Background: an optimization exercise with open tools, aiming at small area, a short achievable clock period and few clock cycles per item. Do not read the settings as production practice.
In this exercise RTL edits were held to simulation tests only and were not proved equivalent to the original.

<file path="design/flow/constraint.sdc">
create_clock -name core_clock -period 12.5 [get_ports {clk}]
set_input_delay 2.5000 -clock core_clock [delete_from_list [all_inputs] [get_ports {clk}]]
set_output_delay 2.5000 -clock core_clock [all_outputs]
set_load 0.01 [all_outputs]
</file>
<file path="design/flow/design.v">
package fir_pkg;
    localparam int NTAPS = 65;
    localparam int DW    = 16;
    localparam int FRAC  = 13;
    localparam int ACCW  = 38;    
    localparam int CAW   = 7;
    localparam int NLANE = 12;    
endpackage
module fir_sample_line
#(
    parameter int DW    = fir_pkg::DW,
    parameter int DEPTH = 64
) (
    input  logic                clk,
    input  logic                ins,
    input  logic                zero_fb,
    input  logic [DW-1:0]       wr_dat,
    output logic [DEPTH*DW-1:0] taps
);
    logic [DW-1:0] mem_q [DEPTH];
    always_ff @(posedge clk) begin
        if (ins) begin
            mem_q[0] <= wr_dat;
        end else begin
            mem_q[0] <= mem_q[DEPTH-1] & {DW{~zero_fb}};
        end
    end
    for (genvar i = 1; i < DEPTH; i++) begin : g_sh
        always_ff @(posedge clk) begin
            mem_q[i] <= mem_q[i-1];
        end
    end
    for (genvar i = 0; i < DEPTH; i++) begin : g_tap
        assign taps[i*DW +: DW] = mem_q[i];
    end
endmodule
module fir_lane (
    input  logic              clk,
    input  logic [15:0]       x,
    input  logic [7:0]        one,
    input  logic [7:0]        two,
    input  logic [7:0]        neg,
    input  logic              clr_d,
    output logic [37:0]       acc_s,
    output logic [37:0]       acc_c
);
    logic clr_s, nclr_c;    
    logic [37:0] sa, ca;
    logic [37:0] s_d, c_d;
    logic [16:0] xe, xe1;
    logic [16:0] pp0;
    logic [16:0] pp1;
    logic [16:0] pp2;
    logic [16:0] pp3;
    logic [16:0] pp4;
    logic [16:0] pp5;
    logic [16:0] pp6;
    logic [16:0] pp7;
    logic w0, w1, w2, w3, w4, w5, w6, w7, w8, w9, w10, w11, w12, w13, w14, w15, w16, w17, w18, w19, w20, w21, w22, w23, w24, w25, w26, w27, w28, w29, w30, w31, w32, w33, w34, w35, w36, w37, w38, w39, w40, w41, w42, w43, w44, w45, w46, w47, w48, w49, w50, w51, w52, w53, w54, w55, w56, w57, w58, w59, w60, w61, w62, w63, w64, w65, w66, w67, w68, w69, w70, w71, w72, w73, w74, w75, w76, w77, w78, w79, w80, w81, w82, w83, w84, w85, w86, w87, w88, w89, w90, w91, w92, w93, w94, w95, w96, w97, w98, w99, w100, w101, w102, w103, w104, w105, w106, w107, w108, w109, w110, w111, w112, w113, w114, w115, w116, w117, w118, w119, w120, w121, w122, w123, w124, w125, w126, w127, w128, w129, w130, w131, w132, w133, w134, w135, w136, w137, w138, w139, w140, w141, w142, w143, w144, w145, w146, w147, w148, w149, w150, w151, w152, w153, w154, w155, w156, w157, w158, w159, w160, w161, w162, w163, w164, w165, w166, w167, w168, w169, w170, w171, w172, w173, w174, w175, w176, w177, w178, w179, w180, w181, w182, w183, w184, w185, w186, w187, w188, w189, w190, w191, w192, w193, w194, w195, w196, w197, w198, w199, w200, w201, w202, w203, w204, w205, w206, w207, w208, w209, w210, w211, w212, w213, w214, w215, w216, w217, w218, w219, w220, w221, w222, w223, w224, w225, w226, w227, w228, w229, w230, w231, w232, w233, w234, w235, w236, w237, w238, w239, w240, w241, w242, w243, w244, w245, w246, w247, w248, w249, w250, w251, w252, w253, w254, w255, w256, w257, w258, w259, w260, w261, w262, w263, w264, w265, w266, w267, w268, w269, w270, w271, w272, w273, w274, w275, w276, w277, w278, w279, w280, w281, w282, w283, w284, w285, w286, w287, w288, w289, w290, w291, w292, w293, w294, w295, w296, w297, w298, w299, w300, w301, w302, w303, w304, w305, w306, w307, w308, w309, w310, w311, w312, w313, w314, w315, w316, w317, w318, w319, w320, w321, w322, w323, w324, w325, w326, w327, w328, w329, w330, w331, w332, w333, w334, w335, w336, w337, w338, w339, w340, w341, w342, w343, w344, w345, w346, w347;
    assign sa  = acc_s & {38{~clr_s}};
    assign ca  = acc_c & {38{nclr_c}};
    assign xe  = {x[15], x};
    assign xe1 = {x, 1'b0};
    assign pp0[15:0] = ({16{one[0]}} & xe[15:0] | {16{two[0]}} & xe1[15:0]) ^ {16{neg[0]}};
    assign pp0[16]   = ~((one[0] & xe[16] | two[0] & xe1[16]) ^ neg[0]);
    assign pp1[15:0] = ({16{one[1]}} & xe[15:0] | {16{two[1]}} & xe1[15:0]) ^ {16{neg[1]}};
    assign pp1[16]   = ~((one[1] & xe[16] | two[1] & xe1[16]) ^ neg[1]);
    assign pp2[15:0] = ({16{one[2]}} & xe[15:0] | {16{two[2]}} & xe1[15:0]) ^ {16{neg[2]}};
    assign pp2[16]   = ~((one[2] & xe[16] | two[2] & xe1[16]) ^ neg[2]);
    assign pp3[15:0] = ({16{one[3]}} & xe[15:0] | {16{two[3]}} & xe1[15:0]) ^ {16{neg[3]}};
    assign pp3[16]   = ~((one[3] & xe[16] | two[3] & xe1[16]) ^ neg[3]);
    assign pp4[15:0] = ({16{one[4]}} & xe[15:0] | {16{two[4]}} & xe1[15:0]) ^ {16{neg[4]}};
    assign pp4[16]   = ~((one[4] & xe[16] | two[4] & xe1[16]) ^ neg[4]);
    assign pp5[15:0] = ({16{one[5]}} & xe[15:0] | {16{two[5]}} & xe1[15:0]) ^ {16{neg[5]}};
    assign pp5[16]   = ~((one[5] & xe[16] | two[5] & xe1[16]) ^ neg[5]);
    assign pp6[15:0] = ({16{one[6]}} & xe[15:0] | {16{two[6]}} & xe1[15:0]) ^ {16{neg[6]}};
    assign pp6[16]   = ~((one[6] & xe[16] | two[6] & xe1[16]) ^ neg[6]);
    assign pp7[15:0] = ({16{one[7]}} & xe[15:0] | {16{two[7]}} & xe1[15:0]) ^ {16{neg[7]}};
    assign pp7[16]   = ~((one[7] & xe[16] | two[7] & xe1[16]) ^ neg[7]);
    assign w0 = sa[12] ^ ca[12];
    assign w1 = sa[12] & ca[12];
    assign w2 = sa[13] ^ ca[13];
    assign w3 = sa[13] & ca[13];
    assign w5 = (sa[14] & ca[14]) | (sa[14] & neg[7]) | (ca[14] & neg[7]);
    assign w4 = (~w5 & (sa[14] | ca[14] | neg[7])) | (sa[14] & ca[14] & neg[7]);
    assign w6 = pp0[14] ^ pp1[12];
    assign w7 = pp0[14] & pp1[12];
    assign w9 = (sa[15] & ca[15]) | (sa[15] & pp0[15]) | (ca[15] & pp0[15]);
    assign w8 = (~w9 & (sa[15] | ca[15] | pp0[15])) | (sa[15] & ca[15] & pp0[15]);
    assign w10 = pp1[13] ^ pp2[11];
    assign w11 = pp1[13] & pp2[11];
    assign w13 = (sa[16] & ca[16]) | (sa[16] & pp0[16]) | (ca[16] & pp0[16]);
    assign w12 = (~w13 & (sa[16] | ca[16] | pp0[16])) | (sa[16] & ca[16] & pp0[16]);
    assign w14 = pp1[14] ^ pp2[12];
    assign w15 = pp1[14] & pp2[12];
    assign w17 = (sa[17] & ca[17]) | (sa[17] & pp1[15]) | (ca[17] & pp1[15]);
    assign w16 = (~w17 & (sa[17] | ca[17] | pp1[15])) | (sa[17] & ca[17] & pp1[15]);
    assign w18 = sa[18] ^ ca[18];
    assign w19 = sa[18] & ca[18];
    assign w20 = sa[6] ^ ca[6];
    assign w21 = sa[6] & ca[6];
    assign w22 = sa[7] ^ ca[7];
    assign w23 = sa[7] & ca[7];
    assign w25 = (sa[8] & ca[8]) | (sa[8] & neg[4]) | (ca[8] & neg[4]);
    assign w24 = (~w25 & (sa[8] | ca[8] | neg[4])) | (sa[8] & ca[8] & neg[4]);
    assign w26 = pp0[8] ^ pp1[6];
    assign w27 = pp0[8] & pp1[6];
    assign w29 = (sa[9] & ca[9]) | (sa[9] & pp0[9]) | (ca[9] & pp0[9]);
    assign w28 = (~w29 & (sa[9] | ca[9] | pp0[9])) | (sa[9] & ca[9] & pp0[9]);
    assign w30 = pp1[7] ^ pp2[5];
    assign w31 = pp1[7] & pp2[5];
    assign w33 = (sa[10] & ca[10]) | (sa[10] & neg[5]) | (ca[10] & neg[5]);
    assign w32 = (~w33 & (sa[10] | ca[10] | neg[5])) | (sa[10] & ca[10] & neg[5]);
    assign w35 = (pp0[10] & pp1[8]) | (pp0[10] & pp2[6]) | (pp1[8] & pp2[6]);
    assign w34 = (~w35 & (pp0[10] | pp1[8] | pp2[6])) | (pp0[10] & pp1[8] & pp2[6]);
    assign w36 = pp3[4] ^ pp4[2];
    assign w37 = pp3[4] & pp4[2];
    assign w39 = (sa[11] & ca[11]) | (sa[11] & pp0[11]) | (ca[11] & pp0[11]);
    assign w38 = (~w39 & (sa[11] | ca[11] | pp0[11])) | (sa[11] & ca[11] & pp0[11]);
    assign w41 = (pp1[9] & pp2[7]) | (pp1[9] & pp3[5]) | (pp2[7] & pp3[5]);
    assign w40 = (~w41 & (pp1[9] | pp2[7] | pp3[5])) | (pp1[9] & pp2[7] & pp3[5]);
    assign w42 = pp4[3] ^ pp5[1];
    assign w43 = pp4[3] & pp5[1];
    assign w45 = (neg[6] & w0) | (neg[6] & pp0[12]) | (w0 & pp0[12]);
    assign w44 = (~w45 & (neg[6] | w0 | pp0[12])) | (neg[6] & w0 & pp0[12]);
    assign w47 = (pp1[10] & pp2[8]) | (pp1[10] & pp3[6]) | (pp2[8] & pp3[6]);
    assign w46 = (~w47 & (pp1[10] | pp2[8] | pp3[6])) | (pp1[10] & pp2[8] & pp3[6]);
    assign w49 = (pp4[4] & pp5[2]) | (pp4[4] & pp6[0]) | (pp5[2] & pp6[0]);
    assign w48 = (~w49 & (pp4[4] | pp5[2] | pp6[0])) | (pp4[4] & pp5[2] & pp6[0]);
    assign w51 = (w1 & w2) | (w1 & pp0[13]) | (w2 & pp0[13]);
    assign w50 = (~w51 & (w1 | w2 | pp0[13])) | (w1 & w2 & pp0[13]);
    assign w53 = (pp1[11] & pp2[9]) | (pp1[11] & pp3[7]) | (pp2[9] & pp3[7]);
    assign w52 = (~w53 & (pp1[11] | pp2[9] | pp3[7])) | (pp1[11] & pp2[9] & pp3[7]);
    assign w55 = (pp4[5] & pp5[3]) | (pp4[5] & pp6[1]) | (pp5[3] & pp6[1]);
    assign w54 = (~w55 & (pp4[5] | pp5[3] | pp6[1])) | (pp4[5] & pp5[3] & pp6[1]);
    assign w57 = (w3 & pp2[10]) | (w3 & pp3[8]) | (pp2[10] & pp3[8]);
    assign w56 = (~w57 & (w3 | pp2[10] | pp3[8])) | (w3 & pp2[10] & pp3[8]);
    assign w59 = (pp4[6] & pp5[4]) | (pp4[6] & pp6[2]) | (pp5[4] & pp6[2]);
    assign w58 = (~w59 & (pp4[6] | pp5[4] | pp6[2])) | (pp4[6] & pp5[4] & pp6[2]);
    assign w61 = (pp7[0] & w4) | (pp7[0] & w6) | (w4 & w6);
    assign w60 = (~w61 & (pp7[0] | w4 | w6)) | (pp7[0] & w4 & w6);
    assign w63 = (pp3[9] & pp4[7]) | (pp3[9] & pp5[5]) | (pp4[7] & pp5[5]);
    assign w62 = (~w63 & (pp3[9] | pp4[7] | pp5[5])) | (pp3[9] & pp4[7] & pp5[5]);
    assign w65 = (pp6[3] & pp7[1]) | (pp6[3] & w5) | (pp7[1] & w5);
    assign w64 = (~w65 & (pp6[3] | pp7[1] | w5)) | (pp6[3] & pp7[1] & w5);
    assign w67 = (w7 & w10) | (w7 & w8) | (w10 & w8);
    assign w66 = (~w67 & (w7 | w10 | w8)) | (w7 & w10 & w8);
    assign w69 = (pp3[10] & pp4[8]) | (pp3[10] & pp5[6]) | (pp4[8] & pp5[6]);
    assign w68 = (~w69 & (pp3[10] | pp4[8] | pp5[6])) | (pp3[10] & pp4[8] & pp5[6]);
    assign w71 = (pp6[4] & pp7[2]) | (pp6[4] & w11) | (pp7[2] & w11);
    assign w70 = (~w71 & (pp6[4] | pp7[2] | w11)) | (pp6[4] & pp7[2] & w11);
    assign w73 = (w14 & w9) | (w14 & w12) | (w9 & w12);
    assign w72 = (~w73 & (w14 | w9 | w12)) | (w14 & w9 & w12);
    assign w75 = (pp2[13] & pp3[11]) | (pp2[13] & pp4[9]) | (pp3[11] & pp4[9]);
    assign w74 = (~w75 & (pp2[13] | pp3[11] | pp4[9])) | (pp2[13] & pp3[11] & pp4[9]);
    assign w77 = (pp5[7] & pp6[5]) | (pp5[7] & pp7[3]) | (pp6[5] & pp7[3]);
    assign w76 = (~w77 & (pp5[7] | pp6[5] | pp7[3])) | (pp5[7] & pp6[5] & pp7[3]);
    assign w79 = (w15 & w13) | (w15 & w16) | (w13 & w16);
    assign w78 = (~w79 & (w15 | w13 | w16)) | (w15 & w13 & w16);
    assign w81 = (w18 & pp1[16]) | (w18 & pp2[14]) | (pp1[16] & pp2[14]);
    assign w80 = (~w81 & (w18 | pp1[16] | pp2[14])) | (w18 & pp1[16] & pp2[14]);
    assign w83 = (pp3[12] & pp4[10]) | (pp3[12] & pp5[8]) | (pp4[10] & pp5[8]);
    assign w82 = (~w83 & (pp3[12] | pp4[10] | pp5[8])) | (pp3[12] & pp4[10] & pp5[8]);
    assign w85 = (pp6[6] & pp7[4]) | (pp6[6] & w17) | (pp7[4] & w17);
    assign w84 = (~w85 & (pp6[6] | pp7[4] | w17)) | (pp6[6] & pp7[4] & w17);
    assign w87 = (sa[19] & ca[19]) | (sa[19] & w19) | (ca[19] & w19);
    assign w86 = (~w87 & (sa[19] | ca[19] | w19)) | (sa[19] & ca[19] & w19);
    assign w89 = (pp2[15] & pp3[13]) | (pp2[15] & pp4[11]) | (pp3[13] & pp4[11]);
    assign w88 = (~w89 & (pp2[15] | pp3[13] | pp4[11])) | (pp2[15] & pp3[13] & pp4[11]);
    assign w91 = (pp5[9] & pp6[7]) | (pp5[9] & pp7[5]) | (pp6[7] & pp7[5]);
    assign w90 = (~w91 & (pp5[9] | pp6[7] | pp7[5])) | (pp5[9] & pp6[7] & pp7[5]);
    assign w93 = (sa[20] & ca[20]) | (sa[20] & pp2[16]) | (ca[20] & pp2[16]);
    assign w92 = (~w93 & (sa[20] | ca[20] | pp2[16])) | (sa[20] & ca[20] & pp2[16]);
    assign w95 = (pp3[14] & pp4[12]) | (pp3[14] & pp5[10]) | (pp4[12] & pp5[10]);
    assign w94 = (~w95 & (pp3[14] | pp4[12] | pp5[10])) | (pp3[14] & pp4[12] & pp5[10]);
    assign w96 = pp6[8] ^ pp7[6];
    assign w97 = pp6[8] & pp7[6];
    assign w99 = (sa[21] & ca[21]) | (sa[21] & pp3[15]) | (ca[21] & pp3[15]);
    assign w98 = (~w99 & (sa[21] | ca[21] | pp3[15])) | (sa[21] & ca[21] & pp3[15]);
    assign w101 = (pp4[13] & pp5[11]) | (pp4[13] & pp6[9]) | (pp5[11] & pp6[9]);
    assign w100 = (~w101 & (pp4[13] | pp5[11] | pp6[9])) | (pp4[13] & pp5[11] & pp6[9]);
    assign w103 = (sa[22] & ca[22]) | (sa[22] & pp3[16]) | (ca[22] & pp3[16]);
    assign w102 = (~w103 & (sa[22] | ca[22] | pp3[16])) | (sa[22] & ca[22] & pp3[16]);
    assign w104 = pp4[14] ^ pp5[12];
    assign w105 = pp4[14] & pp5[12];
    assign w107 = (sa[23] & ca[23]) | (sa[23] & pp4[15]) | (ca[23] & pp4[15]);
    assign w106 = (~w107 & (sa[23] | ca[23] | pp4[15])) | (sa[23] & ca[23] & pp4[15]);
    assign w108 = sa[24] ^ ca[24];
    assign w109 = sa[24] & ca[24];
    assign w110 = sa[2] ^ ca[2];
    assign w111 = sa[2] & ca[2];
    assign w112 = sa[3] ^ ca[3];
    assign w113 = sa[3] & ca[3];
    assign w115 = (sa[4] & ca[4]) | (sa[4] & neg[2]) | (ca[4] & neg[2]);
    assign w114 = (~w115 & (sa[4] | ca[4] | neg[2])) | (sa[4] & ca[4] & neg[2]);
    assign w116 = pp0[4] ^ pp1[2];
    assign w117 = pp0[4] & pp1[2];
    assign w119 = (sa[5] & ca[5]) | (sa[5] & pp0[5]) | (ca[5] & pp0[5]);
    assign w118 = (~w119 & (sa[5] | ca[5] | pp0[5])) | (sa[5] & ca[5] & pp0[5]);
    assign w120 = pp1[3] ^ pp2[1];
    assign w121 = pp1[3] & pp2[1];
    assign w123 = (neg[3] & w20) | (neg[3] & pp0[6]) | (w20 & pp0[6]);
    assign w122 = (~w123 & (neg[3] | w20 | pp0[6])) | (neg[3] & w20 & pp0[6]);
    assign w125 = (pp1[4] & pp2[2]) | (pp1[4] & pp3[0]) | (pp2[2] & pp3[0]);
    assign w124 = (~w125 & (pp1[4] | pp2[2] | pp3[0])) | (pp1[4] & pp2[2] & pp3[0]);
    assign w127 = (w21 & w22) | (w21 & pp0[7]) | (w22 & pp0[7]);
    assign w126 = (~w127 & (w21 | w22 | pp0[7])) | (w21 & w22 & pp0[7]);
    assign w129 = (pp1[5] & pp2[3]) | (pp1[5] & pp3[1]) | (pp2[3] & pp3[1]);
    assign w128 = (~w129 & (pp1[5] | pp2[3] | pp3[1])) | (pp1[5] & pp2[3] & pp3[1]);
    assign w131 = (w23 & pp2[4]) | (w23 & pp3[2]) | (pp2[4] & pp3[2]);
    assign w130 = (~w131 & (w23 | pp2[4] | pp3[2])) | (w23 & pp2[4] & pp3[2]);
    assign w133 = (pp4[0] & w24) | (pp4[0] & w26) | (w24 & w26);
    assign w132 = (~w133 & (pp4[0] | w24 | w26)) | (pp4[0] & w24 & w26);
    assign w135 = (pp3[3] & pp4[1]) | (pp3[3] & w25) | (pp4[1] & w25);
    assign w134 = (~w135 & (pp3[3] | pp4[1] | w25)) | (pp3[3] & pp4[1] & w25);
    assign w137 = (w27 & w30) | (w27 & w28) | (w30 & w28);
    assign w136 = (~w137 & (w27 | w30 | w28)) | (w27 & w30 & w28);
    assign w139 = (pp5[0] & w32) | (pp5[0] & w31) | (w32 & w31);
    assign w138 = (~w139 & (pp5[0] | w32 | w31)) | (pp5[0] & w32 & w31);
    assign w141 = (w36 & w29) | (w36 & w34) | (w29 & w34);
    assign w140 = (~w141 & (w36 | w29 | w34)) | (w36 & w29 & w34);
    assign w143 = (w33 & w37) | (w33 & w42) | (w37 & w42);
    assign w142 = (~w143 & (w33 | w37 | w42)) | (w33 & w37 & w42);
    assign w145 = (w35 & w38) | (w35 & w40) | (w38 & w40);
    assign w144 = (~w145 & (w35 | w38 | w40)) | (w35 & w38 & w40);
    assign w147 = (w43 & w39) | (w43 & w41) | (w39 & w41);
    assign w146 = (~w147 & (w43 | w39 | w41)) | (w43 & w39 & w41);
    assign w149 = (w44 & w46) | (w44 & w48) | (w46 & w48);
    assign w148 = (~w149 & (w44 | w46 | w48)) | (w44 & w46 & w48);
    assign w151 = (w45 & w47) | (w45 & w49) | (w47 & w49);
    assign w150 = (~w151 & (w45 | w47 | w49)) | (w45 & w47 & w49);
    assign w153 = (w50 & w52) | (w50 & w54) | (w52 & w54);
    assign w152 = (~w153 & (w50 | w52 | w54)) | (w50 & w52 & w54);
    assign w155 = (w51 & w53) | (w51 & w55) | (w53 & w55);
    assign w154 = (~w155 & (w51 | w53 | w55)) | (w51 & w53 & w55);
    assign w157 = (w56 & w58) | (w56 & w60) | (w58 & w60);
    assign w156 = (~w157 & (w56 | w58 | w60)) | (w56 & w58 & w60);
    assign w159 = (w57 & w59) | (w57 & w62) | (w59 & w62);
    assign w158 = (~w159 & (w57 | w59 | w62)) | (w57 & w59 & w62);
    assign w161 = (w64 & w61) | (w64 & w66) | (w61 & w66);
    assign w160 = (~w161 & (w64 | w61 | w66)) | (w64 & w61 & w66);
    assign w163 = (w63 & w65) | (w63 & w68) | (w65 & w68);
    assign w162 = (~w163 & (w63 | w65 | w68)) | (w63 & w65 & w68);
    assign w165 = (w70 & w67) | (w70 & w72) | (w67 & w72);
    assign w164 = (~w165 & (w70 | w67 | w72)) | (w70 & w67 & w72);
    assign w167 = (w69 & w74) | (w69 & w76) | (w74 & w76);
    assign w166 = (~w167 & (w69 | w74 | w76)) | (w69 & w74 & w76);
    assign w169 = (w71 & w73) | (w71 & w78) | (w73 & w78);
    assign w168 = (~w169 & (w71 | w73 | w78)) | (w71 & w73 & w78);
    assign w171 = (w75 & w77) | (w75 & w80) | (w77 & w80);
    assign w170 = (~w171 & (w75 | w77 | w80)) | (w75 & w77 & w80);
    assign w173 = (w82 & w79) | (w82 & w84) | (w79 & w84);
    assign w172 = (~w173 & (w82 | w79 | w84)) | (w82 & w79 & w84);
    assign w175 = (w86 & w81) | (w86 & w83) | (w81 & w83);
    assign w174 = (~w175 & (w86 | w81 | w83)) | (w86 & w81 & w83);
    assign w177 = (w88 & w90) | (w88 & w85) | (w90 & w85);
    assign w176 = (~w177 & (w88 | w90 | w85)) | (w88 & w90 & w85);
    assign w179 = (w87 & w96) | (w87 & w89) | (w96 & w89);
    assign w178 = (~w179 & (w87 | w96 | w89)) | (w87 & w96 & w89);
    assign w181 = (w91 & w92) | (w91 & w94) | (w92 & w94);
    assign w180 = (~w181 & (w91 | w92 | w94)) | (w91 & w92 & w94);
    assign w183 = (pp7[7] & w97) | (pp7[7] & w93) | (w97 & w93);
    assign w182 = (~w183 & (pp7[7] | w97 | w93)) | (pp7[7] & w97 & w93);
    assign w185 = (w95 & w98) | (w95 & w100) | (w98 & w100);
    assign w184 = (~w185 & (w95 | w98 | w100)) | (w95 & w98 & w100);
    assign w187 = (pp6[10] & pp7[8]) | (pp6[10] & w104) | (pp7[8] & w104);
    assign w186 = (~w187 & (pp6[10] | pp7[8] | w104)) | (pp6[10] & pp7[8] & w104);
    assign w189 = (w99 & w101) | (w99 & w102) | (w101 & w102);
    assign w188 = (~w189 & (w99 | w101 | w102)) | (w99 & w101 & w102);
    assign w191 = (pp5[13] & pp6[11]) | (pp5[13] & pp7[9]) | (pp6[11] & pp7[9]);
    assign w190 = (~w191 & (pp5[13] | pp6[11] | pp7[9])) | (pp5[13] & pp6[11] & pp7[9]);
    assign w193 = (w105 & w103) | (w105 & w106) | (w103 & w106);
    assign w192 = (~w193 & (w105 | w103 | w106)) | (w105 & w103 & w106);
    assign w195 = (w108 & pp4[16]) | (w108 & pp5[14]) | (pp4[16] & pp5[14]);
    assign w194 = (~w195 & (w108 | pp4[16] | pp5[14])) | (w108 & pp4[16] & pp5[14]);
    assign w197 = (pp6[12] & pp7[10]) | (pp6[12] & w107) | (pp7[10] & w107);
    assign w196 = (~w197 & (pp6[12] | pp7[10] | w107)) | (pp6[12] & pp7[10] & w107);
    assign w199 = (sa[25] & ca[25]) | (sa[25] & w109) | (ca[25] & w109);
    assign w198 = (~w199 & (sa[25] | ca[25] | w109)) | (sa[25] & ca[25] & w109);
    assign w201 = (pp5[15] & pp6[13]) | (pp5[15] & pp7[11]) | (pp6[13] & pp7[11]);
    assign w200 = (~w201 & (pp5[15] | pp6[13] | pp7[11])) | (pp5[15] & pp6[13] & pp7[11]);
    assign w203 = (sa[26] & ca[26]) | (sa[26] & pp5[16]) | (ca[26] & pp5[16]);
    assign w202 = (~w203 & (sa[26] | ca[26] | pp5[16])) | (sa[26] & ca[26] & pp5[16]);
    assign w204 = pp6[14] ^ pp7[12];
    assign w205 = pp6[14] & pp7[12];
    assign w207 = (sa[27] & ca[27]) | (sa[27] & pp6[15]) | (ca[27] & pp6[15]);
    assign w206 = (~w207 & (sa[27] | ca[27] | pp6[15])) | (sa[27] & ca[27] & pp6[15]);
    assign w208 = sa[28] ^ ca[28];
    assign w209 = sa[28] & ca[28];
    assign w210 = sa[0] ^ ca[0];
    assign w211 = sa[0] & ca[0];
    assign w212 = sa[1] ^ ca[1];
    assign w213 = sa[1] & ca[1];
    assign w215 = (neg[1] & w110) | (neg[1] & pp0[2]) | (w110 & pp0[2]);
    assign w214 = (~w215 & (neg[1] | w110 | pp0[2])) | (neg[1] & w110 & pp0[2]);
    assign w217 = (w111 & w112) | (w111 & pp0[3]) | (w112 & pp0[3]);
    assign w216 = (~w217 & (w111 | w112 | pp0[3])) | (w111 & w112 & pp0[3]);
    assign w219 = (w113 & pp2[0]) | (w113 & w114) | (pp2[0] & w114);
    assign w218 = (~w219 & (w113 | pp2[0] | w114)) | (w113 & pp2[0] & w114);
    assign w221 = (w115 & w117) | (w115 & w120) | (w117 & w120);
    assign w220 = (~w221 & (w115 | w117 | w120)) | (w115 & w117 & w120);
    assign w223 = (w121 & w119) | (w121 & w122) | (w119 & w122);
    assign w222 = (~w223 & (w121 | w119 | w122)) | (w121 & w119 & w122);
    assign w225 = (w123 & w125) | (w123 & w126) | (w125 & w126);
    assign w224 = (~w225 & (w123 | w125 | w126)) | (w123 & w125 & w126);
    assign w227 = (w127 & w129) | (w127 & w130) | (w129 & w130);
    assign w226 = (~w227 & (w127 | w129 | w130)) | (w127 & w129 & w130);
    assign w229 = (w131 & w134) | (w131 & w133) | (w134 & w133);
    assign w228 = (~w229 & (w131 | w134 | w133)) | (w131 & w134 & w133);
    assign w231 = (w135 & w138) | (w135 & w137) | (w138 & w137);
    assign w230 = (~w231 & (w135 | w138 | w137)) | (w135 & w138 & w137);
    assign w233 = (w139 & w142) | (w139 & w141) | (w142 & w141);
    assign w232 = (~w233 & (w139 | w142 | w141)) | (w139 & w142 & w141);
    assign w235 = (w143 & w145) | (w143 & w146) | (w145 & w146);
    assign w234 = (~w235 & (w143 | w145 | w146)) | (w143 & w145 & w146);
    assign w237 = (w147 & w149) | (w147 & w150) | (w149 & w150);
    assign w236 = (~w237 & (w147 | w149 | w150)) | (w147 & w149 & w150);
    assign w239 = (w151 & w153) | (w151 & w154) | (w153 & w154);
    assign w238 = (~w239 & (w151 | w153 | w154)) | (w151 & w153 & w154);
    assign w241 = (w155 & w158) | (w155 & w157) | (w158 & w157);
    assign w240 = (~w241 & (w155 | w158 | w157)) | (w155 & w158 & w157);
    assign w243 = (w159 & w162) | (w159 & w161) | (w162 & w161);
    assign w242 = (~w243 & (w159 | w162 | w161)) | (w159 & w162 & w161);
    assign w245 = (w163 & w166) | (w163 & w165) | (w166 & w165);
    assign w244 = (~w245 & (w163 | w166 | w165)) | (w163 & w166 & w165);
    assign w247 = (w167 & w170) | (w167 & w172) | (w170 & w172);
    assign w246 = (~w247 & (w167 | w170 | w172)) | (w167 & w170 & w172);
    assign w249 = (w171 & w174) | (w171 & w173) | (w174 & w173);
    assign w248 = (~w249 & (w171 | w174 | w173)) | (w171 & w174 & w173);
    assign w251 = (w175 & w178) | (w175 & w180) | (w178 & w180);
    assign w250 = (~w251 & (w175 | w178 | w180)) | (w175 & w178 & w180);
    assign w253 = (w179 & w181) | (w179 & w182) | (w181 & w182);
    assign w252 = (~w253 & (w179 | w181 | w182)) | (w179 & w181 & w182);
    assign w255 = (w183 & w186) | (w183 & w185) | (w186 & w185);
    assign w254 = (~w255 & (w183 | w186 | w185)) | (w183 & w186 & w185);
    assign w257 = (w190 & w187) | (w190 & w189) | (w187 & w189);
    assign w256 = (~w257 & (w190 | w187 | w189)) | (w190 & w187 & w189);
    assign w259 = (w191 & w194) | (w191 & w193) | (w194 & w193);
    assign w258 = (~w259 & (w191 | w194 | w193)) | (w191 & w194 & w193);
    assign w261 = (w198 & w195) | (w198 & w200) | (w195 & w200);
    assign w260 = (~w261 & (w198 | w195 | w200)) | (w198 & w195 & w200);
    assign w263 = (w199 & w204) | (w199 & w201) | (w204 & w201);
    assign w262 = (~w263 & (w199 | w204 | w201)) | (w199 & w204 & w201);
    assign w265 = (pp7[13] & w205) | (pp7[13] & w203) | (w205 & w203);
    assign w264 = (~w265 & (pp7[13] | w205 | w203)) | (pp7[13] & w205 & w203);
    assign w267 = (w208 & pp6[16]) | (w208 & pp7[14]) | (pp6[16] & pp7[14]);
    assign w266 = (~w267 & (w208 | pp6[16] | pp7[14])) | (w208 & pp6[16] & pp7[14]);
    assign w269 = (sa[29] & ca[29]) | (sa[29] & w209) | (ca[29] & w209);
    assign w268 = (~w269 & (sa[29] | ca[29] | w209)) | (sa[29] & ca[29] & w209);
    assign w270 = sa[30] ^ ca[30];
    assign w271 = sa[30] & ca[30];
    assign w272 = neg[0] ^ w210;
    assign w273 = neg[0] & w210;
    assign w275 = (w211 & w212) | (w211 & pp0[1]) | (w212 & pp0[1]);
    assign w274 = (~w275 & (w211 | w212 | pp0[1])) | (w211 & w212 & pp0[1]);
    assign w277 = (w213 & pp1[0]) | (w213 & w214) | (pp1[0] & w214);
    assign w276 = (~w277 & (w213 | pp1[0] | w214)) | (w213 & pp1[0] & w214);
    assign w279 = (pp1[1] & w215) | (pp1[1] & w216) | (w215 & w216);
    assign w278 = (~w279 & (pp1[1] | w215 | w216)) | (pp1[1] & w215 & w216);
    assign w281 = (w116 & w217) | (w116 & w218) | (w217 & w218);
    assign w280 = (~w281 & (w116 | w217 | w218)) | (w116 & w217 & w218);
    assign w283 = (w118 & w219) | (w118 & w220) | (w219 & w220);
    assign w282 = (~w283 & (w118 | w219 | w220)) | (w118 & w219 & w220);
    assign w285 = (w124 & w221) | (w124 & w222) | (w221 & w222);
    assign w284 = (~w285 & (w124 | w221 | w222)) | (w124 & w221 & w222);
    assign w287 = (w128 & w223) | (w128 & w224) | (w223 & w224);
    assign w286 = (~w287 & (w128 | w223 | w224)) | (w128 & w223 & w224);
    assign w289 = (w132 & w225) | (w132 & w226) | (w225 & w226);
    assign w288 = (~w289 & (w132 | w225 | w226)) | (w132 & w225 & w226);
    assign w291 = (w227 & w136) | (w227 & w228) | (w136 & w228);
    assign w290 = (~w291 & (w227 | w136 | w228)) | (w227 & w136 & w228);
    assign w293 = (w140 & w229) | (w140 & w230) | (w229 & w230);
    assign w292 = (~w293 & (w140 | w229 | w230)) | (w140 & w229 & w230);
    assign w295 = (w144 & w231) | (w144 & w232) | (w231 & w232);
    assign w294 = (~w295 & (w144 | w231 | w232)) | (w144 & w231 & w232);
    assign w297 = (w148 & w233) | (w148 & w234) | (w233 & w234);
    assign w296 = (~w297 & (w148 | w233 | w234)) | (w148 & w233 & w234);
    assign w299 = (w152 & w235) | (w152 & w236) | (w235 & w236);
    assign w298 = (~w299 & (w152 | w235 | w236)) | (w152 & w235 & w236);
    assign w301 = (w237 & w156) | (w237 & w238) | (w156 & w238);
    assign w300 = (~w301 & (w237 | w156 | w238)) | (w237 & w156 & w238);
    assign w303 = (w239 & w160) | (w239 & w240) | (w160 & w240);
    assign w302 = (~w303 & (w239 | w160 | w240)) | (w239 & w160 & w240);
    assign w305 = (w164 & w241) | (w164 & w242) | (w241 & w242);
    assign w304 = (~w305 & (w164 | w241 | w242)) | (w164 & w241 & w242);
    assign w307 = (w168 & w243) | (w168 & w244) | (w243 & w244);
    assign w306 = (~w307 & (w168 | w243 | w244)) | (w168 & w243 & w244);
    assign w309 = (w169 & w245) | (w169 & w246) | (w245 & w246);
    assign w308 = (~w309 & (w169 | w245 | w246)) | (w169 & w245 & w246);
    assign w311 = (w176 & w248) | (w176 & w247) | (w248 & w247);
    assign w310 = (~w311 & (w176 | w248 | w247)) | (w176 & w248 & w247);
    assign w313 = (w177 & w250) | (w177 & w249) | (w250 & w249);
    assign w312 = (~w313 & (w177 | w250 | w249)) | (w177 & w250 & w249);
    assign w315 = (w184 & w252) | (w184 & w251) | (w252 & w251);
    assign w314 = (~w315 & (w184 | w252 | w251)) | (w184 & w252 & w251);
    assign w317 = (w188 & w253) | (w188 & w254) | (w253 & w254);
    assign w316 = (~w317 & (w188 | w253 | w254)) | (w188 & w253 & w254);
    assign w319 = (w192 & w255) | (w192 & w256) | (w255 & w256);
    assign w318 = (~w319 & (w192 | w255 | w256)) | (w192 & w255 & w256);
    assign w321 = (w196 & w257) | (w196 & w258) | (w257 & w258);
    assign w320 = (~w321 & (w196 | w257 | w258)) | (w196 & w257 & w258);
    assign w323 = (w197 & w260) | (w197 & w259) | (w260 & w259);
    assign w322 = (~w323 & (w197 | w260 | w259)) | (w197 & w260 & w259);
    assign w325 = (w202 & w261) | (w202 & w262) | (w261 & w262);
    assign w324 = (~w325 & (w202 | w261 | w262)) | (w202 & w261 & w262);
    assign w327 = (w206 & w263) | (w206 & w264) | (w263 & w264);
    assign w326 = (~w327 & (w206 | w263 | w264)) | (w206 & w263 & w264);
    assign w329 = (w207 & w266) | (w207 & w265) | (w266 & w265);
    assign w328 = (~w329 & (w207 | w266 | w265)) | (w207 & w266 & w265);
    assign w331 = (pp7[15] & w268) | (pp7[15] & w267) | (w268 & w267);
    assign w330 = (~w331 & (pp7[15] | w268 | w267)) | (pp7[15] & w268 & w267);
    assign w333 = (w270 & pp7[16]) | (w270 & w269) | (pp7[16] & w269);
    assign w332 = (~w333 & (w270 | pp7[16] | w269)) | (w270 & pp7[16] & w269);
    assign w335 = (sa[31] & ca[31]) | (sa[31] & w271) | (ca[31] & w271);
    assign w334 = (~w335 & (sa[31] | ca[31] | w271)) | (sa[31] & ca[31] & w271);
    assign w336 = sa[32] ^ ca[32];
    assign w337 = sa[32] & ca[32];
    assign w338 = sa[33] ^ ca[33];
    assign w339 = sa[33] & ca[33];
    assign w340 = sa[34] ^ ca[34];
    assign w341 = sa[34] & ca[34];
    assign w342 = sa[35] ^ ca[35];
    assign w343 = sa[35] & ca[35];
    assign w344 = sa[36] ^ ca[36];
    assign w345 = sa[36] & ca[36];
    assign w346 = sa[37] ^ ca[37];
    assign w347 = sa[37] & ca[37];
    assign s_d[0] = w272;
    assign c_d[0] = pp0[0];
    assign s_d[1] = w274;
    assign c_d[1] = w273;
    assign s_d[2] = w276;
    assign c_d[2] = w275;
    assign s_d[3] = w278;
    assign c_d[3] = w277;
    assign s_d[4] = w280;
    assign c_d[4] = w279;
    assign s_d[5] = w282;
    assign c_d[5] = w281;
    assign s_d[6] = w284;
    assign c_d[6] = w283;
    assign s_d[7] = w286;
    assign c_d[7] = w285;
    assign s_d[8] = w288;
    assign c_d[8] = w287;
    assign s_d[9] = w290;
    assign c_d[9] = w289;
    assign s_d[10] = w292;
    assign c_d[10] = w291;
    assign s_d[11] = w294;
    assign c_d[11] = w293;
    assign s_d[12] = w296;
    assign c_d[12] = w295;
    assign s_d[13] = w298;
    assign c_d[13] = w297;
    assign s_d[14] = w300;
    assign c_d[14] = w299;
    assign s_d[15] = w302;
    assign c_d[15] = w301;
    assign s_d[16] = w304;
    assign c_d[16] = w303;
    assign s_d[17] = w306;
    assign c_d[17] = w305;
    assign s_d[18] = w308;
    assign c_d[18] = w307;
    assign s_d[19] = w310;
    assign c_d[19] = w309;
    assign s_d[20] = w312;
    assign c_d[20] = w311;
    assign s_d[21] = w314;
    assign c_d[21] = w313;
    assign s_d[22] = w316;
    assign c_d[22] = w315;
    assign s_d[23] = w318;
    assign c_d[23] = w317;
    assign s_d[24] = w320;
    assign c_d[24] = w319;
    assign s_d[25] = w322;
    assign c_d[25] = w321;
    assign s_d[26] = w324;
    assign c_d[26] = w323;
    assign s_d[27] = w326;
    assign c_d[27] = w325;
    assign s_d[28] = w328;
    assign c_d[28] = w327;
    assign s_d[29] = w330;
    assign c_d[29] = w329;
    assign s_d[30] = w332;
    assign c_d[30] = w331;
    assign s_d[31] = w334;
    assign c_d[31] = w333;
    assign s_d[32] = w336;
    assign c_d[32] = w335;
    assign s_d[33] = w338;
    assign c_d[33] = w337;
    assign s_d[34] = w340;
    assign c_d[34] = w339;
    assign s_d[35] = w342;
    assign c_d[35] = w341;
    assign s_d[36] = w344;
    assign c_d[36] = w343;
    assign s_d[37] = w346;
    assign c_d[37] = w345;
    always_ff @(posedge clk) begin
        clr_s  <= clr_d;
        nclr_c <= ~clr_d;
        acc_s <= s_d;
        acc_c <= c_d;
    end
endmodule
module fir_lane2 (
    input  logic              clk,
    input  logic [15:0]       x0,
    input  logic [15:0]       x1,
    input  logic [7:0]        one_d,
    input  logic [7:0]        two_d,
    input  logic [7:0]        neg_d,
    input  logic              clr0_d,
    input  logic              clr1_d,
    output logic [37:0]       acc_s0,
    output logic [37:0]       acc_c0,
    output logic [37:0]       acc_s1,
    output logic [37:0]       acc_c1
);
    logic [7:0] one, two, neg;
    always_ff @(posedge clk) begin
        one <= one_d;
        two <= two_d;
        neg <= neg_d;
    end
    fir_lane u_l0 (.clk(clk), .x(x0), .one(one), .two(two), .neg(neg), .clr_d(clr0_d), .acc_s(acc_s0), .acc_c(acc_c0));
    fir_lane u_l1 (.clk(clk), .x(x1), .one(one), .two(two), .neg(neg), .clr_d(clr1_d), .acc_s(acc_s1), .acc_c(acc_c1));
endmodule
import fir_pkg::*;
module pulse_shape_fir #(
    parameter int NTAPS = fir_pkg::NTAPS,
    parameter int DW    = fir_pkg::DW,
    parameter int ACCW  = fir_pkg::ACCW
) (
    input  logic                    clk,
    input  logic                    reset_n,
    input  logic [DW-1:0]           sample_in,
    input  logic                    sample_valid,
    output logic                    ready,
    output logic [fir_pkg::CAW-1:0] coef_addr,
    input  logic [DW-1:0]           coef_in,
    output logic [DW-1:0]           y_out,
    output logic                    y_valid,
    output logic                    sample_drop
);
    localparam int M  = fir_pkg::NLANE;
    localparam int KH = 22;                         
    localparam logic [KH-1:0] KBIAS = 22'h3faaab;    
    logic [5:0]       r_q, r_d;        
    logic [6:0]       k_q, k_d;        
    logic             win_q, win_d;    
    logic             open_q, open_d;  
    logic             ready_q, ready_d;
    logic             fw_q, fw_d;      
    logic [6:0]       n_q, n_d;        
    logic [5:0]       m_q, m_d;        
    logic             drop_q;
    logic             boot_q;          
    logic [6:0]       kn_q, k_o;
    logic             rdyn_q, ready_o;
    logic             slot_q, slot_d;  
    logic             stv_q, stv_d;    
    logic [DW-1:0]    stg_q;
    logic             acc, ins, zero_fb;
    logic [6:0]       rn;
    logic [DW-1:0]    ring_in;
    assign acc     = ready_q & sample_valid;
    assign ins     = slot_q & (stv_q | sample_valid);
    assign ring_in = stv_q ? stg_q : sample_in;
    assign rn      = {1'b0, r_q} + n_q;
    assign zero_fb = ~rn[6];
    for (genvar v = 0; v < 2; v++) begin : g_nx
        logic [5:0] r_v;
        logic [6:0] k_v;
        logic       win_v, open_v, fw_v;
        logic [5:0] m_v;
        logic [6:0] n_v;
        logic       slot_v, stv_v, ready_v, ins_v, acc_v, start_v;
        logic [38:0] nx;
        always_comb begin
            acc_v   = ready_q & (v == 1);
            ins_v   = slot_q & (stv_q | (v == 1));
            r_v     = ins_v ? 6'd0 : r_q + 6'd1;
            start_v = ~ins_v & (r_q == 6'(M - 1));
            k_v     = k_q;
            win_v   = win_q;
            open_v  = open_q;
            fw_v    = fw_q;
            m_v     = m_q;
            n_v     = n_q;
            if (ins_v) begin
                m_v = m_q + 6'd1;
                if (!n_q[6]) n_v = n_q + 7'd1;
            end
            if (slot_q & ~ins_v) open_v = 1'b0;
            if (win_q) begin
                if (k_q == 7'd0) win_v = 1'b0;
                else             k_v   = k_q - 7'd1;
            end
            if (boot_q) begin
                r_v    = 6'd0;
                k_v    = 7'(M);
                win_v  = 1'b1;
                open_v = 1'b1;
                m_v    = 6'd0;
                fw_v   = 1'b1;
            end else if (start_v) begin
                k_v    = 7'd64;
                win_v  = 1'b1;
                open_v = 1'b1;
                m_v    = 6'd0;
                fw_v   = (n_q == 7'd0);
            end
            slot_v  = win_v & open_v & (k_v != 7'd0) & (k_v <= 7'(M));
            stv_v   = ins_v ? (stv_q & acc_v) : (stv_q | acc_v);
            ready_v = ~stv_v | slot_v;
            nx      = {r_v, k_v, win_v, open_v, fw_v, m_v, n_v, slot_v, stv_v, ready_v};
        end
    end
    assign {r_d, k_d, win_d, open_d, fw_d, m_d, n_d, slot_d, stv_d, ready_d} =
        sample_valid ? g_nx[1].nx : g_nx[0].nx;
    always_ff @(posedge clk or negedge reset_n) begin
        if (!reset_n) begin
            boot_q  <= 1'b1;
            r_q     <= '0;
            kn_q    <= '1;
            k_o     <= '0;
            win_q   <= 1'b0;
            open_q  <= 1'b0;
            slot_q  <= 1'b0;
            stv_q   <= 1'b0;
            rdyn_q  <= 1'b1;
            ready_o <= 1'b0;
            fw_q    <= 1'b1;
            n_q     <= '0;
            m_q     <= '0;
            drop_q  <= 1'b0;
        end else begin
            boot_q  <= 1'b0;
            r_q     <= r_d;
            kn_q    <= ~k_d;
            k_o     <= k_d;
            win_q   <= win_d;
            open_q  <= open_d;
            slot_q  <= slot_d;
            stv_q   <= stv_d;
            rdyn_q  <= ~ready_d;
            ready_o <= ready_d;
            fw_q    <= fw_d;
            n_q     <= n_d;
            m_q     <= m_d;
            drop_q  <= sample_valid & ~ready_q;
        end
    end
    always_ff @(posedge clk) begin
        if (acc & ~(ins & ~stv_q)) stg_q <= sample_in;
    end
    assign k_q         = ~kn_q;
    assign ready_q     = ~rdyn_q;
    assign ready       = ready_o;
    assign coef_addr   = k_o;
    assign sample_drop = drop_q;
    logic [64*DW-1:0] taps;
    fir_sample_line #(.DW(DW), .DEPTH(64)) u_line (
        .clk     (clk),
        .ins     (ins),
        .zero_fb (zero_fb),
        .wr_dat  (ring_in),
        .taps    (taps)
    );
    logic [DW-1:0] coef_q;
    logic [6:0]    k1_q;
    logic          w1_q, fw1_q;
    logic [7:0]    one_d, two_d, neg_d;
    logic [M-1:0]  clr_d;
    logic [16:0]   cx;
    assign cx = {coef_q, 1'b0};
    always_comb begin
        for (int i = 0; i < 8; i++) begin
            one_d[i] = w1_q & (cx[2*i+1] ^ cx[2*i]);
            two_d[i] = w1_q & ((cx[2*i+2] & ~cx[2*i+1] & ~cx[2*i]) | (~cx[2*i+2] & cx[2*i+1] & cx[2*i]));
            neg_d[i] = w1_q & cx[2*i+2] & ~(cx[2*i+1] & cx[2*i]);
        end
        for (int j = 0; j < M; j++) begin
            clr_d[j] = w1_q & ((k1_q == 7'd64) | (fw1_q & (k1_q == 7'(j))));
        end
    end
    always_ff @(posedge clk or negedge reset_n) begin
        if (!reset_n) begin
            w1_q <= 1'b0;
        end else begin
            w1_q <= win_q;
        end
    end
    always_ff @(posedge clk) begin
        coef_q <= coef_in;
        k1_q   <= k_q;
        fw1_q  <= fw_q;
    end
    logic [ACCW-1:0] acc_s [M];
    logic [ACCW-1:0] acc_c [M];
    for (genvar p = 0; p < M / 2; p++) begin : g_pair
        fir_lane2 u_pair (
            .clk    (clk),
            .x0     (taps[(M+1-2*p)*DW +: DW]),
            .x1     (taps[(M-2*p)*DW +: DW]),
            .one_d  (one_d),
            .two_d  (two_d),
            .neg_d  (neg_d),
            .clr0_d (clr_d[2*p]),
            .clr1_d (clr_d[2*p+1]),
            .acc_s0 (acc_s[2*p]),
            .acc_c0 (acc_c[2*p]),
            .acc_s1 (acc_s[2*p+1]),
            .acc_c1 (acc_c[2*p+1])
        );
    end
    logic          p1_q, p2_q;
    logic [M-1:0]  rsel_q;
    logic [5:0]    mrd_q;
    logic          fwr_q;
    logic [M-1:0]  rvm;
    logic          rv_q;
    logic [ACCW-1:0] rs_q, rc_q, rs_d, rc_d;
    logic [KH-1:0] cn_q, cn_d;
    logic [ACCW-1:0] cst, tot;
    logic [ACCW-1:0] t_s, t_c;
    logic [ACCW-FRAC-1:0] rnd;
    logic [DW-1:0] y_q, y_d;
    logic          yv_q;
    logic          rv2_q;
    logic [ACCW-FRAC-1:0] rnd_q;
    always_comb begin
        rs_d = '0;
        rc_d = '0;
        for (int j = 0; j < M; j++) begin
            rs_d = rs_d | (acc_s[j] & {ACCW{rsel_q[j]}});
            rc_d = rc_d | (acc_c[j] & {ACCW{rsel_q[j]}});
            rvm[j] = rsel_q[j] & (6'(j) < mrd_q);
        end
        if (rsel_q[0]) cn_d = fwr_q ? KBIAS : KH'(KBIAS * 65);
        else           cn_d = cn_q + (fwr_q ? KH'(KBIAS * 2) : KBIAS);
    end
    always_ff @(posedge clk or negedge reset_n) begin
        if (!reset_n) begin
            p1_q   <= 1'b0;
            p2_q   <= 1'b0;
            rsel_q <= '0;
            rv_q   <= 1'b0;
            rv2_q  <= 1'b0;
            yv_q   <= 1'b0;
            y_q    <= '0;
        end else begin
            p1_q   <= win_q & (k_q == 7'd0);
            p2_q   <= p1_q;
            rsel_q <= {rsel_q[M-2:0], p2_q};
            rv_q   <= |rvm;
            rv2_q  <= rv_q;
            yv_q   <= rv2_q;
            if (rv2_q) y_q <= y_d;
        end
    end
    always_ff @(posedge clk) begin
        if (win_q & (k_q == 7'd0)) begin
            mrd_q <= m_q;
            fwr_q <= fw_q;
        end
        rs_q <= rs_d;
        rc_q <= rc_d;
        cn_q <= cn_d;
        rnd_q <= tot[ACCW-1:FRAC];
    end
    assign cst = {cn_q, 16'h1000};
    assign t_s = rs_q ^ rc_q ^ cst;
    assign t_c = {(rs_q[ACCW-2:0] & rc_q[ACCW-2:0]) | (rs_q[ACCW-2:0] & cst[ACCW-2:0]) | (rc_q[ACCW-2:0] & cst[ACCW-2:0]), 1'b0};
    assign tot = t_s + t_c;
    assign rnd = rnd_q;
    always_comb begin
        if (!rnd[ACCW-FRAC-1] && (|rnd[ACCW-FRAC-2:DW-1]))      y_d = {1'b0, {(DW-1){1'b1}}};
        else if (rnd[ACCW-FRAC-1] && !(&rnd[ACCW-FRAC-2:DW-1])) y_d = {1'b1, {(DW-1){1'b0}}};
        else                                                    y_d = rnd[DW-1:0];
    end
    assign y_out   = y_q;
    assign y_valid = yv_q;
endmodule
</file>
<file path="design/flow/flow/knobs.sh">
REPAIR_MARGIN_NS=8.8
TNS_PCT=100
PORT_BUF=sky130_fd_sc_hd__buf_4
ANT_ITERS=15
</file>
<file path="design/flow/standard.sh">
#!/bin/bash
# synth_recipe.tcl (not shown) runs the flow's synth.tcl, then flattens the netlist and writes it again
# the make line also repeats each setting of config.mk as NAME=value (left out here)
make -C /OpenROAD-flow-scripts/flow DESIGN_CONFIG=/design/flow/config.mk WORK_HOME=/design/flow/orfs CLKGATE_MAP_FILE= SYNTH_SCRIPT=/design/flow/synth_recipe.tcl "${@:-finish}"
</file>
<file path="design/flow/config.mk">
export PLATFORM = sky130hd
export DESIGN_NAME = pulse_shape_fir
export DESIGN_NICKNAME = pulse_shape_fir
export VERILOG_FILES = /design/flow/design.v
export SDC_FILE = /design/flow/constraint.sdc
export NUM_CORES = 4
export LEC_CHECK = 0
export CAP_MARGIN = 30
export CORE_MARGIN = 2
export CORE_UTILIZATION = 58
export PLACE_DENSITY = 0.7
export SLEW_MARGIN = 35
export SYNTH_HIERARCHICAL = 1
</file>
<file path="design/flow/flow/run.sh">
#!/bin/bash
set -uo pipefail
source flow/knobs.sh
sed 's/yosys synth -nofsm -noshare/yosys synth -nofsm -noshare -noabc/' synth_recipe.tcl > my_synth.tcl
bash standard.sh SYNTH_SCRIPT=$PWD/my_synth.tcl SETUP_SLACK_MARGIN=$REPAIR_MARGIN_NS TNS_END_PERCENT=$TNS_PCT \
  MATCH_CELL_FOOTPRINT=0 MAX_REPAIR_ANTENNAS_ITER_DRT=$ANT_ITERS MAX_REPAIR_ANTENNAS_ITER_GRT=$ANT_ITERS "BUFFER_PORTS_ARGS=-buffer_cell $PORT_BUF" finish > flow_make.log 2>&1
rc=$?
tail -30 flow_make.log
exit $rc
</file>
==> summary.txt, run 1 <==
Status
  – Status: finished clean

Routing
  – Final ANT Viol Nets: 0
  – Iteration-0 DRC Markers: 11900
  – Vias per Instance: around 6.6
  – Total wire length: 515 mm
  – Via Count: 93100
  – DRC: 0
  – DR WL/cell: 36.8 µm
  – Initial DRT Pass Iterations: 8

Floorplanning
  – Chip Height: 490 µm
  – Chip Width: 490 µm
  – # rows: 178
  – Die area: 0.240 mm²
  – Core Region: about 0.24 mm²
  – Ports: 61
  – Initial Utilization: 58.3%

STA
  – # setup viols final: 0
  – Final Hold Fails: 0
  – Max-slew violation count: 0
  – Slew Limit Headroom: about a quarter
  – Post-route clock period utilization: between 30% and 40%
  – Post-layout minimum cycle time: 4.03 ns
  – Final WS setup: 8.47 ns
  – Pin slew with the least headroom to its limit: 1.15 ns
  – Fmax achieved: 0.248 GHz
  – RSZ-0062 raised after global routing: yes
  – Setup TNS: 0 ns
  – Clock Skew: 0.0728 ns

Global route
  – All-Layer GR Usage: 42.7%
  – Busiest grt layer: met2
  – Vias in the first global route: roughly 96000
  – Pin count of the biggest net entering global routing: 77
  – Grt ovf: 0
  – Met2 Resource Use GR: 59.1%
  – First-pass GRT wire length: roughly 730 mm
  – Initial antenna violation count: 96
  – M3 GR Usage: 18.1%
  – Met1 Resource Use GR: 54.0%

Critical path
  – Slowest stage delay, CP: about 0.45 ns
  – CP Capture Type: output pin
  – Crit. Startpoint: k_o[5]
  – RR Startpoint: g_pair[5].u_pair.one[3]
  – Max Fanout on Critical Path: 1
  – Crit-path cells: buf_6
  – Crit path launch type: register
  – Worst endpoint data arrival time: 1.53 ns
  – CP bufs+invs: 1
  – Worst EP required: 10.00 ns
  – Worst R2R Setup Slack: 8.81 ns
  – Setup Crit Path Kind: reg2out
  – Crit-path leading delay family: flip-flops
  – Worst path slowest cell: dfrtp_1

Finish
  – Finished Core Util: 62.1%
  – P&R area growth vs syn: 6.45%
  – Commonest non-fill, non-tap cell in the layout: dfxtp_1
  – Most frequent cells in the layout: 2085 x dfxtp_1, 1737 x fa_1, 1577 x xnor2_1
  – Post-layout net count: ~13000
  – Layout cell share with drive strength beyond 1: 12.4%

Synth
  – Mapped cell area: 0.137 mm²
  – Fraction of registers with async set/reset: between 3 and 4%
  – Post-synth top area share: 32.9%
  – Mean Syn Cell Area: 12.4 µm²
  – Post-synthesis instance total: 11000
  – Flops & latches, synth: roughly 2400
  – Count of cell types in the netlist: 81
  – Yosys top cell by area: dfxtp_1
  – Number of enable flip-flop cells after synthesis: 23
  – Top_reg_cell synth: dfxtp_1
  – Sequential area share after synthesis: between 30% and 40%
  – Syn Nets: 13200
  – Ys Warns: 13
  – Synth top area cells: dfxtp_1 33%, fa_1 25%, xnor2_1 10%, a22oi_1 6.4%, ha_1 4.1%

CTS
  – Clock latency reported for the late side of the worst-skew pair: 0.93 ns
  – Clock transition at the registers of the reported paths: 0.07 ns
  – Largest buffer count on any clock path: 3
  – Max H-tree Level: 4
  – CTS Root Cell: clkbuf_16
  – Num CTS Buffers: 240
  – CTS sink cnt: 2350
  – CTS tree: built

Placement
  – Gpl congestion: 1.09
  – Port bufs: 60
  – Pre-CTS WS: approximately 8.2 ns
  – Post-detail-place hpwl: 369 mm

Flow run
  – Max_cap viols: 0

Hold path
  – Min-Delay Path Class: reg2reg
  – Critical hold path startpoint: u_line.mem_q[27][1]
-- layer usage --
| layer | share of wire, % | up-vias |
|---|---|---|
| li1 | - | 36600 |
| met1 | 36 | 47900 |
| met2 | 41 | 6982 |
| met3 | 15 | 1535 |
| met4 | 8.0 | 43 |
| met5 | 0.093 | - |
-- per-stage QoR --
stage	hold slack [ns]	area (µm²)	std cells
after floorplan	0.310	137000	11000
after global placement	0.310	136000	13500
after detailed placement	0.312	137000	13500
after CTS	0.301	146000	13900
after global routing	0.305	146000	14000
final	0.307	146000	14000
-- worst paths after layout --
kind	end	cells past startpoint
setup / recovery	coef_addr[5]	1
hold / removal	u_line.mem_q[28][1]	0
setup reg to reg	g_pair[5].u_pair.u_l0.acc_s[16]	7
hold reg to reg	u_line.mem_q[28][1]	0
max in group asynchronous	rsel_q[2]	1
min in group asynchronous	m_q[5]	1
-- Yosys stat by module, one instance, submodules excluded, a selection --
module           flip-flops and latches  times used  area (µm²)  cells
fir_lane                             78          12        8150    680
fir_lane2                            24           6         480     24
pulse_shape_fir                     246           1       15600   1643
-- timing repair --
action                     4_1_cts  5_1_grt
cloned                           0        1
resized for setup               62       56
hold buffers                     0        0
buffers inserted                11        8
pin swaps                        0        0
setup endpoints to repair      124      119
-- state kept, by name (all words and copies together), names as in the netlist, 7 cells and up --
signal	count
y_q	16
rnd_q	25
k_o	7
coef_q	16
g_pair.u_pair.u_l1.acc_s	228
n_q	7
kn_q	7
k1_q	7
g_pair.u_pair.u_l1.acc_c	228
rs_q	38
stg_q	16
g_pair.u_pair.one	48
g_pair.u_pair.neg	48
rsel_q	12
g_pair.u_pair.u_l0.acc_s	228
rc_q	38
cn_q	22
u_line.mem_q	1024
g_pair.u_pair.two	48
g_pair.u_pair.u_l0.acc_c	228
-- synthesized netlist by cell type, drive strengths merged, types with 3 or more instances --
| master | count |
|---|---|
| dfxtp | 2251 |
| fa | 1737 |
| xnor2 | 1578 |
| a22oi | 1440 |
| buf | 806 |
| nor2b | 464 |
| and2 | 463 |
| ha | 446 |
| clkbuf | 267 |
| a221oi | 231 |
| a22o | 228 |
| nand2 | 212 |
| o21ai | 159 |
| xor2 | 116 |
| nand3 | 101 |
| nor2 | 83 |
| inv | 69 |
| dfrtp | 66 |
| a21oi | 44 |
| nand2b | 27 |
| edfxtp | 23 |
| a21boi | 17 |
| mux2 | 17 |
| nor3 | 17 |
| a21o | 16 |
| o22ai | 16 |
| nand4 | 12 |
| or3 | 11 |
| dfstp | 10 |
| a31oi | 9 |
| nor4 | 8 |
| o31ai | 8 |
| or2 | 7 |
| o21a | 6 |
| o21bai | 6 |
| o2111ai | 5 |
| o41ai | 5 |
| a211oi | 4 |
| and3 | 3 |
| o211ai | 3 |
| o311ai | 3 |
-- final cells by class --
cell class / instances / area, µm²
repair buffers: 394 / 3280
diodes: 61 / 153
repair inverters: 1 / 5.00
flip-flops and latches: 2350 / 47900
well taps: 3150 / 3940
clock buffers: 318 / 6830
multi-input cells: 7530 / 81700
inverters: 70 / 267
clock inverters: 134 / 1880
fillers: 18300 / 89200
-- logic make-up after synthesis --
kind of cell	after synthesis	share of synthesized area [%]
flip-flops	2350	34.8
AO/OA/AOI/OAI	2216	13.2
adder cells (fa/ha/maj)	2183	29.4
XOR/XNOR	1694	10.8
AND/OR/NAND/NOR	1419	5.85
buffers and inverters	1143	5.76
multiplexers	17	0.140
other	1	0.00273
Testbench counts, summed over its fixed seeds: cycles 5,720, items 960.
==> run 2: changes to the inputs <==
--- a/design/flow/config.mk
+++ b/design/flow/config.mk
@@ -8,6 +8,7 @@
 export CAP_MARGIN = 30
 export CORE_MARGIN = 2
 export CORE_UTILIZATION = 58
+export CTS_BUF_LIST = sky130_fd_sc_hd__clkbuf_8
 export PLACE_DENSITY = 0.7
 export SLEW_MARGIN = 35
 export SYNTH_HIERARCHICAL = 1
==> run 2 against run 1 <==
Effect of this change: flip-flop and latch count unchanged; hold slack got worse by 0.020 ns; clock skew increased by 0.041 ns; core utilization shrank 0.31 points; die area unchanged; routed wire length is 0.30% lower; fmax is 4.2% lower; cell count is 1.8% higher; global-route usage shrank 0.064 points; cell area fell by 0.50%; critical endpoint is now coef_addr[4]; highest routed layer unchanged.
==> summary.txt, run 2 <==
Status
  – Status: finished clean

Floorplanning
  – Chip Height: roughly 500 µm
  – Die area: around 0.24 mm²
  – # rows: 178
  – Ports: 61
  – Chip Width: 490 µm
  – Initial Utilization: 58.3%
  – Core Region: between 0.2 and 0.25 mm²

CTS
  – Largest buffer count on any clock path: 4
  – Clock transition at the registers of the reported paths: 0.06 ns
  – CTS sink cnt: 2350
  – Max H-tree Level: 5
  – CTS tree: built
  – Num CTS Buffers: 401
  – Clock latency reported for the late side of the worst-skew pair: 1.15 ns
  – CTS Root Cell: clkbuf_8
  – Cts hold-fix bufs: 0

Finish
  – Post-layout net count: 13000
  – Finished Core Util: 61.8%
  – Largest register FFs: 1024
  – Register with the most flip-flops: u_line.mem_q
  – Most frequent cells in the layout: 2089 x dfxtp_1, 1737 x fa_1, 1576 x xnor2_1
  – Commonest non-fill, non-tap cell in the layout: dfxtp_1
  – P&R area growth vs syn: 5.92%
  – Layout cell share with drive strength beyond 1: 13.5%
  – Post-Layout Cell Count: 14300

Global route
  – Pin count of the biggest net entering global routing: 77
  – Met1 Resource Use GR: 53.8%
  – Grt ovf: 0
  – Busiest grt layer: met2
  – Initial antenna violation count: 95
  – M3 GR Usage: a little under a fifth
  – Vias in the first global route: 96800
  – Met2 Resource Use GR: 58.6%
  – First-pass GRT wire length: roughly 730 mm
  – All-Layer GR Usage: 42.6%

Critical path
  – Worst path slowest cell: dfrtp_2
  – Slowest stage delay, CP: about 0.46 ns
  – CP Capture Type: output pin
  – Crit-path leading delay family: flip-flops
  – Worst endpoint data arrival time: 1.71 ns
  – Crit path launch type: register
  – Crit-path cells: buf_6
  – Setup Crit Path Kind: reg2out
  – Worst EP required: 10.00 ns
  – CP bufs+invs: 1
  – Max Fanout on Critical Path: 1

Placement
  – Port bufs: 60
  – Pre-CTS WS: around 8.2 ns
  – Post-detail-place hpwl: 369 mm
  – Gpl congestion: 1.09
  – Placed Cells: ~13000

STA
  – Pin slew with the least headroom to its limit: about 1.1 ns
  – # setup viols final: 0
  – Clock Skew: around 0.11 ns
  – Max-slew violation count: 0
  – Slew Limit Headroom: 27.4%
  – Setup TNS: 0 ns
  – Post-route clock period utilization: 33.7%
  – Fmax achieved: 0.238 GHz
  – RSZ-0062 raised after global routing: yes
  – Final WS setup: 8.29 ns
  – Post-layout minimum cycle time: 4.21 ns
  – Final Hold Fails: 0

Synth
  – Top_reg_cell synth: dfxtp_1
  – Post-synth top area share: 32.9%
  – Number of enable flip-flop cells after synthesis: 23
  – Synth top cells by count: 2251 x dfxtp_1, 1737 x fa_1, 1578 x xnor2_1
  – Yosys top cell by area: dfxtp_1
  – Syn Nets: 13200
  – Count of cell types in the netlist: 81
  – Synth top area cells: dfxtp_1 33%, fa_1 25%, xnor2_1 10%, a22oi_1 6.4%, ha_1 4.1%
  – Post-synthesis instance total: around 11000
  – Sequential area share after synthesis: 34.8%
  – Flops & latches, synth: roughly 2400
  – Dominant cell by count in the synthesized netlist: dfxtp_1
  – Mapped cell area: 0.137 mm²
  – Mean Syn Cell Area: roughly 12 µm²
  – Ys Warns: 13
  – Fraction of registers with async set/reset: 3.23%

Routing
  – DR WL/cell: between 30 and 40 µm
  – Via Count: 93800
  – Initial DRT Pass Iterations: 10
  – Final ANT Viol Nets: 0
  – DRC: 0
  – Iteration-0 DRC Markers: roughly 12000
  – Total wire length: 514 mm
  – Vias per Instance: around 6.6

Hold path
  – Min-Delay Path Class: reg2reg

Flow run
  – Max_cap viols: 0
[run 2: cell counts after synthesis]
Identical to the previous run, type by type.
[run 2: layout make-up]
| type | instances | area [µm²] |
|---|---|---|
| Antenna cell | 77 | 193 |
| Clock buffer | 494 | 6800 |
| Clock inverter | 193 | 1180 |
| Fill cell | 18500 | 89900 |
| Inverter | 70 | 267 |
| Multi-Input combinational cell | 7530 | 81700 |
| Sequential cell | 2350 | 47900 |
| Tap cell | 3150 | 3940 |
| Timing Repair Buffer | 392 | 3250 |
[run 2: cells by family after synthesis]
logic type,synth area share [%]
flip-flops,34.8
AND/OR/NAND/NOR,5.85
AO/OA/AOI/OAI,13.2
buffers and inverters,5.76
multiplexers,0.140
adder cells (fa/ha/maj),29.4
XOR/XNOR,10.8
other,0.00273
[run 2: worst paths after layout]
check | from | cells after the start | endpoint | slack [ns]
worst max-delay path | k_o[4] | 1 | coef_addr[4] | 8.29
worst min-delay path | u_line.mem_q[27][0] | 0 | u_line.mem_q[28][0] | 0.29
worst max register to register | u_line.mem_q[8][12] | 7 | g_pair[2].u_pair.u_l1.acc_s[18] | 8.84
worst min register to register | u_line.mem_q[27][0] | 0 | u_line.mem_q[28][0] | 0.29
max in group asynchronous | reset_n | 1 | rsel_q[2] | 10.48
min in group asynchronous | reset_n | 1 | m_q[3] | 1.40
[run 2: stage by stage]
stage	cell area, µm²	hold WS, ns
6_report	145000	0.287
5_1_grt	145000	0.293
4_1_cts	145000	0.291
3_5_place_dp	137000	0.312
3_3_place_gp	136000	0.310
2_1_floorplan	137000	0.310
[run 2: per-layer routing]
layer / up-vias / share of wire, %
met4: 30 / 8.2
met5: - / 0.082
li1: 37000 / -
met1: 48100 / 37
met3: 1636 / 14
met2: 7026 / 41
[run 2: Yosys stat by module (local to each module, per instance), excerpt]
module / cells / times used / flip-flops and latches
fir_lane: 680 / 12 / 78
fir_lane2: 24 / 6 / 24
pulse_shape_fir: 1643 / 1 / 246
[run 2: worst reg2reg max path, delay by kind of cell (launching register included)]
| kind | cells | cell delay, ns |
|---|---|---|
| adder cells (fa/ha/maj) | 5 | 2.20 |
| XOR/XNOR | 1 | 0.18 |
| flip-flops | 1 | 0.95 |
| AO/OA/AOI/OAI | 1 | 0.25 |
[run 2: what timing repair did]
action | 4_1_cts | 5_1_grt
pin swaps | 0 | 0
resized for setup | 63 | 58
endpoints found under the setup margin | 118 | 103
buffers inserted | 11 | 7
hold endpoints to repair | 0 | 0

## what the ideal ports hide
No port has a modelled driver above. Below, the same layouts with a new extraction and two added sets of constraints. Step 1 sets driving cells, clkbuf_16 on the clock port and buf_2 on the other inputs (assumed; they add their load-dependent delay and slew). Step 2 moves the port delays by t, midway between the first and last clock arrival at a register: inputs arrive t later, outputs are due t later. That takes back most of the time a late clock gives input paths. Slacks: no drivers / after step 1 / after step 2; pairs: no drivers / after step 1.
| run | t, ns | slack for setup (ns) | hold WS [ns] | worst data-port slew with drivers (ns) |
|---|---|---|---|---|
| run 1 | 0.996 | 8.468 / 8.361 / 8.151 | 0.307 / 0.307 / 0.307 | 0.06 |
| run 2 | 1.192 | 8.291 / 8.193 / 8.096 | 0.287 / 0.287 / 0.287 | 0.06 |
After both steps every run listed still meets setup and hold. For run 1, which loses most, drivers alone change the setup slack by -0.107 ns; drivers and shift together by -0.317 ns.
